This design comes from an exercise in tuning for small area on the open sky130 flow, not from production work.
In this exercise RTL edits were held to simulation tests only and were not proved equivalent to the original.
In every run shown here, the design's own scripts or RTL, not TritonCTS, make the clock network.
The clock input has no modelled driver; a real chip could not lean on it and would need a root buffer or a full tree.
Power is estimated from default activity; no workload was simulated.

===== flow/config.mk =====
export PLATFORM = sky130hd
export DESIGN_NAME = alu_unit
export DESIGN_NICKNAME = alu_unit
export VERILOG_FILES = /design/flow/design.v
export SDC_FILE = /design/flow/constraint.sdc
export NUM_CORES = 4
export LEC_CHECK = 0
export CAP_MARGIN = 20
export CORE_MARGIN = 2
export CORE_UTILIZATION = 40
export CTS_BUF_LIST = sky130_fd_sc_hd__clkbuf_8
export CTS_CLUSTER_SIZE = 30
export SLEW_MARGIN = 20

===== flow/constraint.sdc =====
create_clock -name core_clock -period 6.0 [get_ports {clk}]
set_input_delay 1.2000 -clock core_clock [delete_from_list [all_inputs] [get_ports {clk}]]
set_output_delay 1.2000 -clock core_clock [all_outputs]
set_load 0.01 [all_outputs]

===== flow/design.v =====
`timescale 1ns/1ns
package alu_pkg;
	localparam int word_width = 32;
	localparam int mult_steps = 32;
	localparam int step_cnt_width = $clog2(mult_steps);
	localparam int cla_groups = word_width / 4;
	typedef enum logic [3:0] {
		op_add  = 4'd0,
		op_sub  = 4'd1,
		op_and  = 4'd2,
		op_or   = 4'd3,
		op_not  = 4'd4,
		op_neg  = 4'd5,
		op_shr  = 4'd6,
		op_shra = 4'd7,
		op_shl  = 4'd8,
		op_ror  = 4'd9,
		op_rol  = 4'd10,
		op_mul  = 4'd11
	} alu_op_t;
endpackage
`timescale 1ns/1ns
`timescale 1ns/1ns
`timescale 1ns/1ns
`timescale 1ns/1ns
`timescale 1ns/1ns
import alu_pkg::*;
module alu_unit (
	input  logic                           clk,
	input  logic                           rst,
	input  logic [alu_pkg::word_width-1:0] bus_in,
	input  logic                           y_load,
	input  alu_pkg::alu_op_t               op,
	input  logic                           op_valid,
	output logic [alu_pkg::word_width-1:0] z_hi,
	output logic [alu_pkg::word_width-1:0] z_lo,
	output logic                           done,
	output logic                           busy
);
	logic [31:0] y;
	logic        y_zero;
	logic [31:0] m;
	logic [3:0]  opr;
	logic        run;
	logic [6:0]  cnt;
	logic [34:0] r;
	logic [7:0]  a0;
	logic [7:0]  a1;
	logic [7:0]  a2;
	logic [7:0]  a3;
	logic        c0;
	logic        c1;
	logic        c2;
	logic        rm1;
	logic        accept;
	logic        term;
	logic        tail;
	logic        rclass;
	logic        is_mul;
	logic        ser;
	logic        first;
	logic [3:0]  mk;
	logic [3:0]  bx;
	logic [3:0]  by;
	logic [3:0]  p;
	logic [3:0]  n;
	logic        big;
	logic [6:0]  cnt0;
	logic [31:0] a_in;
	logic [8:0]  s0;
	logic [8:0]  s1;
	logic [8:0]  s2;
	logic [5:0]  s3;
	logic        co0;
	logic        co1;
	logic        co2;
	logic        sa;
	logic        sadd;
	logic        sbit;
	logic        fill;
	assign rclass = (opr == 4'd6) | (opr == 4'd7) | (opr == 4'd9);
	assign tail   = cnt[6] | (rclass & (&cnt[5:0]));
	assign term   = cnt[6] & cnt[1] & (rclass | cnt[0]);
	assign busy   = run & ~term;
	assign done   = run & term;
	assign accept = op_valid & ~busy & ~rst;
	assign z_lo = r[31:0];
	assign z_hi = {a3[4:0], a2, a1, a0, r[34:32]};
	assign big = |bus_in[31:5];
	always_comb begin
		case (op)
			4'd6, 4'd7: cnt0 = big ? 7'd31 : {2'b01, ~bus_in[4:0]};
			4'd8:       cnt0 = big ? 7'd32 : {2'b00, bus_in[4:0]};
			4'd9:       cnt0 = {2'b01, ~bus_in[4:0]};
			4'd10:      cnt0 = {2'b01, bus_in[4:0]};
			default:    cnt0 = 7'd32;
		endcase
	end
	assign is_mul = (opr == 4'd11);
	assign ser    = (opr <= 4'd5);
	assign first  = ser & (cnt[6:2] == 5'b01000);
	assign mk[0]  = is_mul & ~cnt[6];
	assign mk[1]  = is_mul & ~(cnt[6] & (cnt[1] | cnt[0]));
	assign mk[2]  = is_mul & ~(cnt[6] & cnt[1]);
	assign mk[3]  = is_mul;
	assign bx     = {r[0], r[1], r[2], r[3]};
	assign by     = {rm1, r[0], r[1], r[2]};
	always_comb begin
		for (int k = 0; k < 4; k++) begin
			p[k] = (mk[k] & ~bx[k] & by[k]) | (first & (cnt[1:0] == k[1:0]));
			n[k] = mk[k] & bx[k] & ~by[k];
		end
	end
	always_comb begin
		logic c;
		logic [8:0] v;
		logic [8:0] d;
		v = {s1[0], a0};
		d = (m[8:0] & {9{p[0]}}) | (~m[8:0] & {9{n[0]}});
		c = n[0] | sadd;
		for (int i = 0; i < 9; i++) begin
			s0[i] = v[i] ^ d[i] ^ c;
			c = (v[i] & d[i]) | (v[i] & c) | (d[i] & c);
		end
		co0 = c;
	end
	always_comb begin
		logic c;
		logic [8:0] v;
		logic [8:0] d;
		v = {s2[0], a1};
		d = (m[17:9] & {9{p[1]}}) | (~m[17:9] & {9{n[1]}});
		c = c0;
		for (int i = 0; i < 9; i++) begin
			s1[i] = v[i] ^ d[i] ^ c;
			c = (v[i] & d[i]) | (v[i] & c) | (d[i] & c);
		end
		co1 = c;
	end
	always_comb begin
		logic c;
		logic [8:0] v;
		logic [8:0] d;
		v = {s3[0], a2};
		d = (m[26:18] & {9{p[2]}}) | (~m[26:18] & {9{n[2]}});
		c = c1;
		for (int i = 0; i < 9; i++) begin
			s2[i] = v[i] ^ d[i] ^ c;
			c = (v[i] & d[i]) | (v[i] & c) | (d[i] & c);
		end
		co2 = c;
	end
	always_comb begin
		logic c;
		logic [5:0] v;
		logic [5:0] d;
		v = a3[5:0];
		d = ({m[31], m[31:27]} & {6{p[3]}}) | (~{m[31], m[31:27]} & {6{n[3]}});
		c = c2;
		for (int i = 0; i < 6; i++) begin
			s3[i] = v[i] ^ d[i] ^ c;
			c = (v[i] & d[i]) | (v[i] & c) | (d[i] & c);
		end
	end
	assign sa   = r[3] & (opr != 4'd5);
	assign sadd = ~tail & (((opr == 4'd0) & sa) | (((opr == 4'd1) | (opr == 4'd5)) & ~sa));
	always_comb begin
		case (opr)
			4'd2:    sbit = sa & s0[0];
			4'd3:    sbit = sa | s0[0];
			default: sbit = s0[0] ^ ((opr == 4'd1) | (opr == 4'd4) | (opr == 4'd5));
		endcase
	end
	always_comb begin
		case (opr)
			4'd0, 4'd1, 4'd2, 4'd3, 4'd4, 4'd5: fill = sbit & ~tail;
			4'd7:        fill = r[34] & ~tail;
			4'd8, 4'd11: fill = s0[0];
			4'd9, 4'd10: fill = r[3] & ~tail;
			default:     fill = 1'b0;
		endcase
	end
	assign a_in = y_zero ? 32'd0 : y;
	always_ff @(posedge clk) begin
		if (y_load)
			y <= bus_in;
		if (rst)
			y_zero <= 1'b1;
		else if (y_load)
			y_zero <= 1'b0;
	end
	always_ff @(posedge clk) begin
		if (rst)
			run <= 1'b0;
		else if (accept)
			run <= 1'b1;
		else if (term)
			run <= 1'b0;
	end
	always_ff @(posedge clk) begin
		if (accept) begin
			m   <= bus_in;
			opr <= op;
		end
	end
	always_ff @(posedge clk) begin
		if (accept) begin
			r   <= {a_in, 3'b000};
			{a3, a2, a1, a0} <= 32'd0;
			c0  <= 1'b0;
			c1  <= 1'b0;
			c2  <= 1'b0;
			rm1 <= 1'b0;
			cnt <= cnt0;
		end else begin
			r   <= {fill, r[34:1]};
			a0  <= s0[8:1];
			a1  <= s1[8:1];
			a2  <= s2[8:1];
			a3  <= {(opr == 4'd8) & r[3] & ~cnt[5] & ~cnt[6], a3[7], is_mul ? s3[5] : a3[6], s3[5:1]};
			c0  <= co0;
			c1  <= co1;
			c2  <= co2;
			rm1 <= r[0];
			cnt <= cnt + 7'd1;
		end
	end
endmodule

===== flow/flow/run.sh =====
#!/bin/bash
# The standard layout (standard.sh), with these changes:
#  - synthesis is standard.sh's own (synth_recipe.tcl and ORFS's synth.tcl,
#    unchanged) except for the ABC script, which maps the logic between the
#    registers (the registers are the standard synthesis's). Each
#    flow/abc_*.script (area-oriented mappings) is tried in a copy of ORFS's
#    scripts folder, and the one giving the smallest synthesized cell area
#    is used; every try's make output, yosys log and statistics are kept in
#    synth_tries/<name>/ and the areas in synth_tries/areas.txt;
#  - the port buffers that ORFS inserts before global placement use the
#    smallest buffer cell (every input and output port still gets one);
#  - the clock tree is built by flow/pre_cts.tcl (a root buffer and ten leaf
#    buffers over k-means groups of flip-flops) instead of TritonCTS.
# The final synthesis and layout make runs log to synth_flow.log and
# standard_flow.log; ORFS keeps each step's log under orfs/logs/.
set -euo pipefail
here=$(pwd)
base="$here/orfs"
rep="$base/reports/$FLOW_PLATFORM/alu_unit/base"
logs="$base/logs/$FLOW_PLATFORM/alu_unit/base"
tries="$here/synth_tries"
rm -rf "$tries"
mkdir -p "$tries"
best=""
bestarea=""
for sc in "$here"/flow/abc_*.script; do
  name=$(basename "$sc" .script)
  mkdir -p "$tries/$name"
  cp -r "$FLOW_HOME/scripts" "$tries/$name/scripts"
  cp "$sc" "$tries/$name/scripts/abc_speed.script"
  bash standard.sh "SCRIPTS_DIR=$tries/$name/scripts" synth > "$tries/$name/make.log" 2>&1
  cp "$rep/synth_stat.txt" "$tries/$name/synth_stat.txt"
  cp "$logs/1_2_yosys.log" "$tries/$name/1_2_yosys.log"
  area=$(awk '/Chip area for module/ {print $NF}' "$tries/$name/synth_stat.txt")
  echo "$name $area" >> "$tries/areas.txt"
  if [[ -z "$best" ]] || awk -v a="$area" -v b="$bestarea" 'BEGIN { exit !(a < b) }'; then
    best=$name
    bestarea=$area
  fi
  bash standard.sh clean_synth >> "$tries/$name/make.log" 2>&1
done
echo "chosen $best $bestarea" >> "$tries/areas.txt"
bash standard.sh "SCRIPTS_DIR=$tries/$best/scripts" synth > synth_flow.log 2>&1
bash standard.sh \
  "BUFFER_PORTS_ARGS=-buffer_cell sky130_fd_sc_hd__buf_1" \
  "PRE_CTS_TCL=$here/flow/pre_cts.tcl" \
  "MANUAL_CTS_LEAVES=10" \
  finish > standard_flow.log 2>&1

===== flow/flow/abc_a.script =====
&get -n
&st
&dc2
&dch -f
&nf -a -R 1000
&put
topo
stime -c

===== flow/flow/abc_b.script =====
&get -n
&st
&syn2
&dch -f
&nf -a -R 1000
&put
topo
stime -c

===== flow/flow/abc_c.script =====
&get -n
&st
&dch -f
&nf -a -R 1000
&put
topo
stime -c

===== flow/flow/abc_d.script =====
strash
dc2
dch -f
amap
topo
stime -c

===== flow/flow/manual_cts.tcl =====
# Manual clock tree: the clock port drives one root buffer, which drives
# NLEAF leaf buffers; flops are split into NLEAF groups by k-means on their
# positions, each leaf buffer placed at its group's centroid.
proc manual_cts {nleaf leafcell rootcell} {
  set block [ord::get_db_block]
  set db [ord::get_db]
  set clknet [$block findNet clk]
  set sinks {}
  foreach it [$clknet getITerms] {
    set inst [$it getInst]
    lassign [$inst getLocation] x y
    set m [$inst getMaster]
    lappend sinks [list $it [expr {$x + [$m getWidth]/2}] [expr {$y + [$m getHeight]/2}]]
  }
  set n [llength $sinks]
  # k-means init: sort by x then y, take evenly spaced
  set sorted [lsort -real -index 1 $sinks]
  set cents {}
  for {set k 0} {$k < $nleaf} {incr k} {
    set s [lindex $sorted [expr {int(($k + 0.5) * $n / $nleaf)}]]
    lappend cents [list [lindex $s 1] [lindex $s 2]]
  }
  set cap [expr {int(ceil(double($n) / $nleaf)) + 2}]
  for {set iter 0} {$iter < 30} {incr iter} {
    # balanced assignment: greedy by distance with capacity
    set pairs {}
    set i 0
    foreach s $sinks {
      set k 0
      foreach c $cents {
        set d [expr {abs([lindex $s 1]-[lindex $c 0]) + abs([lindex $s 2]-[lindex $c 1])}]
        lappend pairs [list $d $i $k]
        incr k
      }
      incr i
    }
    set pairs [lsort -real -index 0 $pairs]
    array unset asg; array unset cnt
    for {set k 0} {$k < $nleaf} {incr k} {set cnt($k) 0}
    foreach p $pairs {
      lassign $p d i k
      if {[info exists asg($i)]} continue
      if {$cnt($k) >= $cap} continue
      set asg($i) $k; incr cnt($k)
    }
    set newc {}
    for {set k 0} {$k < $nleaf} {incr k} {set sx($k) 0; set sy($k) 0}
    foreach i [array names asg] {
      set k $asg($i); set s [lindex $sinks $i]
      set sx($k) [expr {$sx($k) + [lindex $s 1]}]; set sy($k) [expr {$sy($k) + [lindex $s 2]}]
    }
    for {set k 0} {$k < $nleaf} {incr k} {
      if {$cnt($k) > 0} { lappend newc [list [expr {$sx($k)/$cnt($k)}] [expr {$sy($k)/$cnt($k)}]] } else { lappend newc [lindex $cents $k] }
    }
    set cents $newc
  }
  set lmaster [$db findMaster $leafcell]
  set rmaster [$db findMaster $rootcell]
  # root buffer at the centroid of the leaves
  set rx 0; set ry 0
  foreach c $cents { set rx [expr {$rx + [lindex $c 0]}]; set ry [expr {$ry + [lindex $c 1]}] }
  set rx [expr {int($rx / $nleaf)}]; set ry [expr {int($ry / $nleaf)}]
  set root [odb::dbInst_create $block $rmaster clkbuf_root]
  $root setLocation $rx $ry
  $root setPlacementStatus PLACED
  set rootnet [odb::dbNet_create $block clknet_root]
  $rootnet setSigType CLOCK
  [$root findITerm A] connect $clknet
  [$root findITerm X] connect $rootnet
  for {set k 0} {$k < $nleaf} {incr k} {
    set b [odb::dbInst_create $block $lmaster clkbuf_leaf_$k]
    $b setLocation [expr {int([lindex [lindex $cents $k] 0])}] [expr {int([lindex [lindex $cents $k] 1])}]
    $b setPlacementStatus PLACED
    set net [odb::dbNet_create $block clknet_leaf_$k]
    $net setSigType CLOCK
    [$b findITerm A] connect $rootnet
    [$b findITerm X] connect $net
    set leafnet($k) $net
  }
  foreach i [array names asg] {
    set it [lindex [lindex $sinks $i] 0]
    $it disconnect
    $it connect $leafnet($asg($i))
  }
  puts "manual_cts: $n sinks, $nleaf leaves, counts [array get cnt]"
}

===== flow/flow/pre_cts.tcl =====
# Sourced by ORFS's cts.tcl before clock tree synthesis (PRE_CTS_TCL).
# Builds a small two-level clock tree by hand (the clock port drives one
# root buffer, which drives MANUAL_CTS_LEAVES leaf buffers, each feeding a
# group of nearby flip-flops), then turns TritonCTS's command into a no-op so
# that the rest of cts.tcl (legalisation, timing repair) runs on this tree.
source [file join [file dirname [info script]] manual_cts.tcl]
manual_cts $::env(MANUAL_CTS_LEAVES) sky130_fd_sc_hd__clkbuf_8 sky130_fd_sc_hd__clkbuf_4
proc clock_tree_synthesis {args} { puts "clock_tree_synthesis: tree already built by pre_cts.tcl" }

===== flow/standard.sh =====
#!/bin/bash
# synth_recipe.tcl (not shown) runs the flow's synth.tcl, then flattens the netlist and writes it again
# the make line also repeats each setting of config.mk as NAME=value (left out here)
make -C /OpenROAD-flow-scripts/flow DESIGN_CONFIG=/design/flow/config.mk WORK_HOME=/design/flow/orfs CLKGATE_MAP_FILE= SYNTH_SCRIPT=/design/flow/synth_recipe.tcl "${@:-finish}"

==> metrics.md, run 1 <==
| Metric | Value |
|---|---|
| Status | complete, no violations |
| First-pass GRT wire length | a little over 20000 um |
| Crit Path Category | reg -> reg |
| Critical path startpoint | opr[3] |
| Largest net degree at the start of global routing | between 40 and 50 |
| GRT overflow | 0 |
| Most frequent CP cell | fa_1 |
| MaxCap Viol Count | 0 |
| Vias post-DR | 3969 |
| Core area | around 15000 um^2 |
| Dpl ws | between 0.6 and 0.7 ns |
| Post-DP HPWL | approximately 9000 um |
| Tcrit/Tclk final | about nine tenths |
| Buffers on Ports | 105 |
| DR iter-0 viols | 187 |
| Hold Path Class | reg -> reg |
| Async SR Flop Fraction | 0% |
| WL/cell | ~16 um |
| Antenna viol nets, final | 0 |
| Slowest CP cell | edfxtp_1 |
| Final Hold Fails | 0 |
| Number of synthesized flops with an enable pin | between 60 and 70 |
| CP Capture Type | register |
| Chip width | about 130 um |
| Worst setup margin | about 0.64 ns |
| Number of global-route vias before repair | between 3000 and 4000 |
| Rel. slew slack | approximately a third |
| Final Routed Wirelength | 12800 um |
| Synth Area per Inst | about 12 um^2 |
| Clock network power share | between 10% and 20% |
| Flop pwr share | about 57% |
| Layout Nets | slightly below 700 |
| Via/cell ratio | between 5 and 6 |
| IO Count | between 100 and 150 |
| Post-synth top flop | dfxtp_1 |
| GRT Util Overall | ~16% |
| Min-delay src | a3[7] |
| Post-CTS Hold Fix Bufs | 0 |
| CP bufs+invs | 2 |
| Fin Clk Skew | 0.0220 ns |
| YS warnings | 1 |
| Die area | approximately 16000 um^2 |
| Setup TNS | 0 ns |
| Switching pwr | roughly 780 uW |
| Synthesized area | 5930 um^2 |
| Number of remaining DRC errors | 0 |
| Fillers | between 1000 and 1500 |
| Clock-pin slew of the registers on the worst-case setup and hold paths | roughly 0.090 ns |
| Max-slew violations | 0 |
| Critical Path Start Type | register |
| Combinational power share | 24.2% |
| Slew of the pin with the lowest slew margin | between 1 and 1.5 ns |
| Initial Util | 40.8% |
| Sw Ratio | between 30% and 40% |
| Pwr per Cell Area | ~360 nW/um^2 |
| Leak | 0.00234 uW |
| Routability congestion estimate | around 0.85 |
| Min Tclk post-route | ~5.4 ns |
| Initial antenna violation count | 0 |
| Maximum fanout along the worst path | 9 |
| Critical Path RT | ~6.5 ns |
| RSZ-0062 raised after global routing | false |
| Post_cts resized | 0 |
| Chip height | approximately 130 um |
| Diodes inserted | 0 |
| Register area | ~3600 um^2 |
| Non-Filler Instances | around 800 |
| Most common cell after layout, fill and taps aside | buf_1 |
| Combined area of the multi-input logic cells | between 2000 and 2500 um^2 |
| Crit path largest cell delay | between 0.4 and 0.5 ns |
| Syn Inst Count | around 480 |
| Sequential fraction of the synthesis area | 61.4% |
| Layout area overhead | 12.7% |
| Commonest cells after routing, fill and taps aside | 104 x buf_1, 80 x dfxtp_1, 68 x edfxtp_1, 60 x nor2_1, 38 x clkinv_1 |
| Synthesized flop and latch total | approximately 150 |
| Post-Route Utilization | between 40% and 50% |
| CP Data Arrival Time | just under 6 ns |
| Clock Latency Late Sink | around 0.56 ns |
| Ratio of cells with drive above 1 in the final layout | 2.86% |
| Number of distinct library cells after synthesis | 37 |
| Mapped Nets | about 560 |
| Pre-Repair DR Iteration Count | 5 |
| Placed Cells | 768 |
| Core Rows | 44 |
| Start of the worst register-to-register path | opr[3] |
| Internal cell power | about 1600 uW |
| CP delay by family, top | adder cells |
| Critical Path, Cell by Cell | nor2b_1 -> nand3_1 -> a21oi_1 -> and3_1 -> nor2_1 -> a21oi_1 -> fa_1 -> fa_1 -> clkinv_1 -> fa_1 -> fa_1 -> fa_1 -> fa_1 -> fa_1 -> fa_1 -> clkinv_1 -> fa_1 -> and2_0 |
| Fmax | around 190 MHz |
| Endpoints failing setup | 0 |
| Setup bufs post-CTS | 0 |
| Worst ir drop on vdd | between 0.2 and 0.25 mV |
==> path summary, 6_finish.rpt <==
kind	end	slack, ns	depth (start not counted)
worst min-delay path	a3[6]	0.44	1
worst max register to register	a2[7]	0.64	18
worst max-delay path	a2[7]	0.64	18
worst min register to register	a3[6]	0.44	1
==> cell usage after synthesis (all sizes together) (2+ instances only) <==
library cell | count | share of area (%)
nor2 | 61 | 3.9
nor3 | 2 | 0.17
o21ai | 27 | 2.3
xor2 | 5 | 0.74
nand3 | 7 | 0.59
a31oi | 4 | 0.42
nand4 | 2 | 0.21
buf | 5 | 0.63
nand2b | 3 | 0.32
a21oi | 21 | 1.8
a32o | 2 | 0.34
clkinv | 39 | 2.5
fa | 32 | 11
dfxtp | 80 | 27
ha | 4 | 0.84
nor4 | 7 | 0.74
a22o | 31 | 4.6
a21o | 2 | 0.25
xnor2 | 4 | 0.59
nand2 | 36 | 2.3
edfxtp | 68 | 34
and2 | 14 | 1.5
o211ai | 2 | 0.25
and3 | 5 | 0.53
a32oi | 2 | 0.30
nor2b | 5 | 0.53
o22ai | 2 | 0.21
==> power groups by stage <==
stage,Combinational [uW],Clock (uW),Sequential (uW)
floorplan,341,0,1430
global placement,577,0,1410
detailed placement,592,0,1410
CTS,599,330,1410
global route,680,497,1410
finish,585,449,1380
==> stage by stage <==
stage | hold WS [ns] | instance area [um^2] | power (uW)
after CTS | 0.425 | 6680 | 2340
after global placement | 0.419 | 6540 | 1990
after global routing | 0.472 | 6680 | 2590
after floorplan | 0.407 | 5930 | 1770
final | 0.441 | 6680 | 2420
after detailed placement | 0.425 | 6540 | 2000
==> kinds of logic (layout without fill, tap and decap cells) <==
group           Yosys count  count (layout)  share of synthesized area, %
xor+xnor                  9               9                          1.33
flops                   148             148                          61.4
fa+ha+maj                36              36                          11.6
compound gates           98              98                          11.1
buf+inv                  44             157                          3.10
simple gates            147             147                          11.4
==> per-layer routing <==
metal	track usage, %	wire length (um)	vias up
met3	2.85	765	23
met1	22.3	5740	1927
met5	0	0	-
li1	-	-	1911
met2	26.6	5960	108
met4	3.10	298	0
==> flip-flops by register name, summed over array words and instances, names as in the netlist, 4 cells and up <==
name,cells
a0,8
a1,8
a2,8
a3,8
cnt,7
m,32
opr,4
r,35
y,32
==> worst register-to-register path, stage by stage (launching register included) <==
cell	delay [ns]
edfxtp_1	0.49
nor2b_1	0.40
nand3_1	0.21
a21oi_1	0.24
and3_1	0.37
nor2_1	0.07
a21oi_1	0.16
fa_1	0.21
fa_1	0.17
clkinv_1	0.07
fa_1	0.37
fa_1	0.38
fa_1	0.39
fa_1	0.39
fa_1	0.39
fa_1	0.37
clkinv_1	0.06
fa_1	0.39
and2_0	0.14
==> area by class of cell <==
| type | count | share of cell area, % |
|---|---|---|
| plain buffers | 11 | 2.17 |
| inverters | 39 | 2.19 |
| multi-input cells | 290 | 31.5 |
| flip-flops and latches | 148 | 54.5 |
| well taps | 184 | 3.45 |
| repair buffers | 107 | 6.14 |
==> run 2: changes to the inputs <==
==> flow/flow/abc_e.script (new file) <==
&get -n
&st
&syn2
&dch
&nf -a -R 1000
&put
topo
stime -c
==> flow/flow/abc_f.script (new file) <==
&get -n
&st
&syn3
&dch -f
&nf -a -R 1000
&put
topo
stime -c
==> flow/flow/abc_g.script (new file) <==
&get -n
&st
&syn2
&dch
&nf -a
&put
topo
stime -c
==> flow/flow/abc_h.script (new file) <==
&get -n
&st
&syn3
&dch
&nf -a -R 1000
&put
topo
stime -c
==> metrics.md, run 2 <==
| Metric | Value |
|---|---|
| Status | complete, no violations |
| Die area | 15700 um^2 |
| Largest net degree at the start of global routing | 55 |
| Worst r2r path cells | 18 |
| Post-DP HPWL | between 8000 and 9000 um |
| Slew of the pin with the lowest slew margin | 0.976 ns |
| Final Hold Fails | 0 |
| Ratio of cells with drive above 1 in the final layout | around 3.5% |
| Synth Area per Inst | 12.7 um^2 |
| CP delay by family, top | adder cells |
| Fin Clk Skew | 0.0204 ns |
| Number of distinct library cells after synthesis | 39 |
| Sequential fraction of the synthesis area | 62.1% |
| WL/cell | about 16 um |
| Number of remaining DRC errors | 0 |
| Pre-Repair DR Iteration Count | 4 |
| Top Registers | r x35, m x32, y x32 |
| First-pass GRT wire length | slightly below 20000 um |
| Final Routed Wirelength | 12300 um |
| Most frequent CP cell | fa_1 |
| Post-synth top area cell | edfxtp_1 |
| Clock Latency Late Sink | roughly 0.54 ns |
| Synthesized area | around 5900 um^2 |
| Layout Nets | roughly 660 |
| Critical Path Start Type | register |
| Post-Route Utilization | between 40 and 50% |
| Crit Path Category | reg -> reg |
| YS warnings | 1 |
| Post-synth top cells | 80 x dfxtp_1, 68 x edfxtp_1, 47 x nor2_1 |
| Leak | around 0.0023 uW |
| Dpl ws | between 0.5 and 0.6 ns |
| Rel. slew slack | between 30% and 40% |
| Commonest cells after routing, fill and taps aside | 104 x buf_1, 80 x dfxtp_1, 68 x edfxtp_1, 46 x nor2_1, 37 x clkinv_1 |
| IO Count | 106 |
| Mapped Nets | 539 |
| Initial antenna violation count | 1 |
| Setup TNS | 0 ns |
| WHS | between 0.4 and 0.5 ns |
| Setup bufs post-CTS | 0 |
| Core Rows | 44 |
| Initial Util | roughly two fifths |
| Post_cts resized | 0 |
| Tcrit/Tclk final | about nine tenths |
| Endpoints failing setup | 0 |
| Number of synthesized flops with an enable pin | 68 |
| Antenna viol nets, final | 0 |
| Max-slew violations | 0 |
| Worst setup margin | about 0.55 ns |
| Max reg flops | 35 |
| Tot Pwr | between 2000 and 3000 uW |
| Buffers on Ports | 105 |
| Pwr per Cell Area | a little under 400 nW/um^2 |
| Most common cell after layout, fill and taps aside | buf_1 |
| Worst R2R Setup Slack | between 0.5 and 0.6 ns |
| Via/cell ratio | between 5 and 6 |
| Fmax | 183 MHz |
| DR iter-0 viols | 210 |
| Critical Path RT | 6.43 ns |
| Chip height | between 100 and 150 um |
| Critical Path, Cell by Cell | nor2b_1 -> and3_1 -> nand3_1 -> nor2_1 -> nor2_1 -> a21oi_1 -> fa_1 -> fa_1 -> clkinv_1 -> fa_1 -> fa_1 -> fa_1 -> fa_1 -> fa_1 -> fa_1 -> clkinv_1 -> fa_1 -> and2_0 |
| Crit path largest cell delay | around 0.52 ns |
| RSZ-0062 raised after global routing | false |
| Core area | 14400 um^2 |
| Syn Inst Count | ~460 |
| Maximum fanout along the worst path | 9 |
| Reg2reg end | a2[7] |
| Clock-pin slew of the registers on the worst-case setup and hold paths | 0.11 ns |
| MaxCap Viol Count | 0 |
| GRT Util Overall | 15.3% |
| Synthesized flop and latch total | 148 |
| Count leader, synth | dfxtp_1 |
| Start of the worst register-to-register path | opr[2] |
| Worst ir drop on vdd | 0.186 mV |
| Routability congestion estimate | just under 0.8 |
| Vias post-DR | between 3000 and 4000 |
| CP Capture Type | register |
| Hold Path Cell Cnt | 1 |
| CP Data Arrival Time | between 5 and 6 ns |
| Chip width | around 130 um |
| Min Tclk post-route | roughly 5.5 ns |
| Slowest CP cell | edfxtp_1 |
| Synth area leaders | edfxtp_1 35%, dfxtp_1 27%, fa_1 11%, a22o_1 4.6%, nor2_1 3.0% |
| CP bufs+invs | 2 |
| Layout area overhead | 13.2% |
| Hold Path Class | reg -> reg |
| Post-synth top flop | dfxtp_1 |
| Largest register by flop count | r |
| Async SR Flop Fraction | 0% |
| Post-synth top area share | between 30% and 40% |
| Number of global-route vias before repair | approximately 3800 |
| GRT overflow | 0 |
| Min-Delay Endpoint | a3[6] |
| Min-delay src | a3[7] |
| Post-CTS Hold Fix Bufs | 0 |
| Critical path startpoint | opr[2] |
==> run 2: how the worst max path moves through the flow <==
stage                  to  slack (ns)  cells past startpoint
floorplan            m[0]        0.90                      3
global placement    a2[7]        0.82                     18
detailed placement  a2[7]        0.57                     18
CTS                 a2[7]        0.60                     18
global route        a2[7]        0.16                     18
finish              a2[7]        0.55                     18
==> run 2: cell type report <==
type                    instances  area [um^2]
fillers                      1358         7780
flip-flops and latches        148         3640
multi-input cells             272         2050
repair buffers                110          433
well taps                     184          230
plain buffers                  11          145
inverters                      38          143
diodes                          1         2.50
==> run 2: cells by family after synthesis <==
family	share of synthesized area (%)
fa+ha+maj	11.8
buf+inv	3.07
simple gates	10.2
xor+xnor	1.34
mux	0.171
flops	62.1
compound gates	11.4
==> run 2: worst register-to-register path, cell delays in order, from the launching register on <==
cell      delay, ns
edfxtp_1       0.52
nor2b_1        0.31
and3_1         0.36
nand3_1        0.12
nor2_1         0.41
nor2_1         0.07
a21oi_1        0.17
fa_1           0.21
fa_1           0.17
clkinv_1       0.07
fa_1           0.39
fa_1           0.40
fa_1           0.40
fa_1           0.39
fa_1           0.39
fa_1           0.37
clkinv_1       0.07
fa_1           0.39
and2_0         0.14
==> run 2: per-layer routing <==
layer | share of wire, % | GRT usage [%] | vias up
li1 | - | - | 1862
met2 | 45 | 24.7 | 97
met4 | 2.1 | 2.94 | 0
met5 | 0 | 0 | -
met1 | 47 | 22.0 | 1851
met3 | 5.5 | 2.61 | 17
==> run 2: stage by stage <==
| stage | instances | cell area (um^2) |
|---|---|---|
| after global placement | 752 | 6500 |
| after detailed placement | 752 | 6500 |
| final | 764 | 6650 |
| after CTS | 763 | 6640 |
| after global routing | 763 | 6640 |
| after floorplan | 463 | 5870 |
==> run 2: power breakdown <==
part | total [uW] | internal (uW) | switching [uW]
registers | 1420 | 1270 | 154
logic | 703 | 302 | 400
clock network | 449 | 155 | 295
==> run 3: changes to the inputs <==
--- a/flow/flow/run.sh
+++ b/flow/flow/run.sh
@@ -9,7 +9,7 @@
 #    synth_tries/<name>/ and the areas in synth_tries/areas.txt;
 #  - the port buffers that ORFS inserts before global placement use the
 #    smallest buffer cell (every input and output port still gets one);
-#  - the clock tree is built by flow/pre_cts.tcl (a root buffer and ten leaf
+#  - the clock tree is built by flow/pre_cts.tcl (a root buffer and nine leaf
 #    buffers over k-means groups of flip-flops) instead of TritonCTS.
 # The final synthesis and layout make runs log to synth_flow.log and
 # standard_flow.log; ORFS keeps each step's log under orfs/logs/.
@@ -44,5 +44,5 @@
 bash standard.sh \
   "BUFFER_PORTS_ARGS=-buffer_cell sky130_fd_sc_hd__buf_1" \
   "PRE_CTS_TCL=$here/flow/pre_cts.tcl" \
-  "MANUAL_CTS_LEAVES=10" \
+  "MANUAL_CTS_LEAVES=9" \
   finish > standard_flow.log 2>&1
--- a/flow/config.mk
+++ b/flow/config.mk
@@ -7,7 +7,7 @@
 export LEC_CHECK = 0
 export CAP_MARGIN = 20
 export CORE_MARGIN = 2
-export CORE_UTILIZATION = 40
+export CORE_UTILIZATION = 60
 export CTS_BUF_LIST = sky130_fd_sc_hd__clkbuf_8
 export CTS_CLUSTER_SIZE = 30
 export SLEW_MARGIN = 20
==> metrics.md, run 3 <==
| Metric | Value |
|---|---|
| Rel. slew slack | a little over a third |
| Final Routed Wirelength | between 10000 and 15000 um |
| Vias post-DR | around 3800 |
| MaxCap Viol Count | 0 |
| Final Hold Fails | 0 |
| Pre-Repair DR Iteration Count | 4 |
| Fmax | approximately 190 MHz |
| Start of the worst register-to-register path | opr[2] |
| Layout area overhead | 11.9% |
| Post-synth top cells | 80 x dfxtp_1, 68 x edfxtp_1, 47 x nor2_1 |
| Status | complete, no violations |
| Die area | ~11000 um^2 |
| Routability congestion estimate | slightly below 0.9 |
| GRT overflow | 0 |
| RSZ-0062 raised after global routing | false |
| Top Registers | r x35, m x32, y x32 |
| Post-synth top area cell | edfxtp_1 |
| Post-DP HPWL | ~8100 um |
| Chip width | about 100 um |
| Hold Path Cell Cnt | 1 |
| Core Rows | 36 |
| Max-slew violations | 0 |
| Synth area leaders | edfxtp_1 35%, dfxtp_1 27%, fa_1 11%, a22o_1 4.6%, nor2_1 3.0% |
| Worst r2r path cells | 18 |
| GRT Util Overall | 22.0% |
| Syn Inst Count | 463 |
| Fin Clk Skew | around 0.020 ns |
| Largest net degree at the start of global routing | 56 |
| Number of remaining DRC errors | 0 |
| Crit Path Category | reg -> reg |
| Largest register by flop count | r |
| Slew of the pin with the lowest slew margin | a little under 1 ns |
| Placed Cells | roughly 700 |
| Setup bufs post-CTS | 0 |
| DR iter-0 viols | ~140 |
| CP Data Arrival Time | just under 6 ns |
| Commonest cells after routing, fill and taps aside | 104 x buf_1, 80 x dfxtp_1, 68 x edfxtp_1, 46 x nor2_1, 37 x clkinv_1 |
| Initial antenna violation count | 1 |
| Tcrit/Tclk final | between 80% and 90% |
| Min Tclk post-route | between 5 and 6 ns |
| Mapped Nets | between 500 and 600 |
| Clock Latency Late Sink | 0.52 ns |
| Reg2reg end | a2[7] |
| Pwr per Cell Area | 387 nW/um^2 |
| Chip height | around 100 um |
| Ratio of cells with drive above 1 in the final layout | between 3 and 4% |
| Post-synth top area share | between 30% and 40% |
| Min-Delay Endpoint | a3[6] |
| Leak | around 0.0023 uW |
| Buffers on Ports | 105 |
| YS warnings | 1 |
| Endpoints failing setup | 0 |
| Min-delay src | a3[7] |
| Number of synthesized flops with an enable pin | 68 |
| Sequential fraction of the synthesis area | a little over 60% |
| Synthesized area | ~5900 um^2 |
| Core area | 9640 um^2 |
| Post-Route Utilization | about two thirds |
| Setup TNS | 0 ns |
| Post-synth top flop | dfxtp_1 |
| Count leader, synth | dfxtp_1 |
| Layout Nets | about 660 |
| Critical Path Start Type | register |
| IO Count | around 110 |
| Initial Util | between 60% and 70% |
| Antenna viol nets, final | 0 |
| Tot Pwr | about 2500 uW |
| Synth Area per Inst | around 13 um^2 |
| Synthesized flop and latch total | about 150 |
| Clock-pin slew of the registers on the worst-case setup and hold paths | 0.10 ns |
| Critical Path RT | around 6.4 ns |
| Most common cell after layout, fill and taps aside | buf_1 |
| WL/cell | between 15 and 20 um |
| Worst ir drop on vdd | between 0.2 and 0.25 mV |
| Post_cts resized | 0 |
| Number of distinct library cells after synthesis | 39 |
| Worst setup margin | around 0.63 ns |
| Hold Path Class | reg -> reg |
| First-pass GRT wire length | approximately 18000 um |
| CP Capture Type | register |
| Post-CTS Hold Fix Bufs | 0 |
| Via/cell ratio | 5.36 |
| Worst R2R Setup Slack | around 0.63 ns |
| Async SR Flop Fraction | 0% |
| Number of global-route vias before repair | between 3000 and 4000 |
| Maximum fanout along the worst path | 9 |
| Max reg flops | 35 |
| Dpl ws | roughly 0.63 ns |
| Non-Filler Instances | 712 |
## run 3: cell types whose count changed in the layout (fill, tap and decap cells not counted)
cell,change
clkbuf_8,-1
## run 3: how the worst max path moves through the flow
stage | start | endpoint | slack (ns) | cells past startpoint
floorplan | op_valid | m[0] | 0.90 | 3
global placement | opr[3] | a2[7] | 0.84 | 18
detailed placement | opr[2] | a2[7] | 0.63 | 18
CTS | opr[2] | a2[7] | 0.63 | 18
global route | opr[3] | a2[7] | 0.1 | 18
finish | opr[2] | a2[7] | 0.63 | 18
## run 3: stage by stage
| stage | hold slack (ns) | instance area, um^2 |
|---|---|---|
| after floorplan | 0.407 | 5870 |
| final | 0.443 | 6570 |
| after global routing | 0.474 | 6570 |
| after global placement | 0.418 | 6430 |
| after CTS | 0.422 | 6570 |
| after detailed placement | 0.422 | 6430 |
## run 3: critical path, cell delays in order, from the launching register on
cell,delay [ns]
edfxtp_1,0.50
nor2b_1,0.30
and3_1,0.35
nand3_1,0.11
nor2_1,0.36
nor2_1,0.07
a21oi_1,0.19
fa_1,0.23
fa_1,0.17
clkinv_1,0.07
fa_1,0.38
fa_1,0.39
fa_1,0.39
fa_1,0.39
fa_1,0.39
fa_1,0.37
clkinv_1,0.06
fa_1,0.39
and2_0,0.14
## run 3: cell type report
type                    instances  area (um^2)
flip-flops and latches        148         3640
fillers                       747         3070
multi-input cells             272         2050
repair buffers                110          433
well taps                     133          166
inverters                      38          143
plain buffers                  10          131
diodes                          1         2.50
## run 3: logic make-up after synthesis
logic type	count (synthesis)	share of synthesized area, %
XOR/XNOR	9	1.34
AO/OA/AOI/OAI	98	11.4
flip-flops	148	62.1
adder cells (fa/ha/maj)	36	11.8
AND/OR/NAND/NOR	128	10.2
buffers and inverters	43	3.07
multiplexers	1	0.171
## run 3: routing by layer
layer / global-route usage (%) / part of all wire (%) / vias up
li1: - / - / 1862
met1: 30.8 / 43 / 1831
met2: 37.2 / 48 / 106
met3: 3.25 / 6.6 / 16
met4: 4.45 / 2.2 / 0
met5: 0 / 0 / -
## run 3: power by group
group / internal, uW / switching (uW) / leakage, uW / total, uW
combinational: 302 / 400 / 0.000941 / 702
clock: 141 / 278 / 0.0000693 / 419
sequential: 1270 / 151 / 0.00131 / 1420

==> afterwards: timing with drivers on the ports <==
The results above use ideal ports. As a check the final layouts listed here were re-extracted and re-timed, cells and wires unchanged.
Step 1 assumes that a clkbuf_16 drives the clock port and a buf_2 every other input.
Step 2 times the ports against the registers' clock, not the clock port: input delays grow and output delays shrink by t, the midpoint of the rising clock arrivals with the driver on.
a / b / c = no drivers / after step 1 / after step 2; a / b = the first two.
| run | shift t [ns] | setup WS [ns] | hold WS [ns] | slew at the worst register clock pin (ns) |
|---|---|---|---|---|
| run 1 | 0.584 | 0.639 / 0.639 / 0.639 | 0.441 / 0.441 / 0.441 | 0.10 / 0.10 |
| run 2 | 0.569 | 0.549 / 0.549 / 0.549 | 0.445 / 0.445 / 0.445 | 0.11 / 0.11 |
| run 3 | 0.542 | 0.632 / 0.632 / 0.632 | 0.443 / 0.443 / 0.443 | 0.10 / 0.10 |
After both steps setup and hold are still met in every run listed.
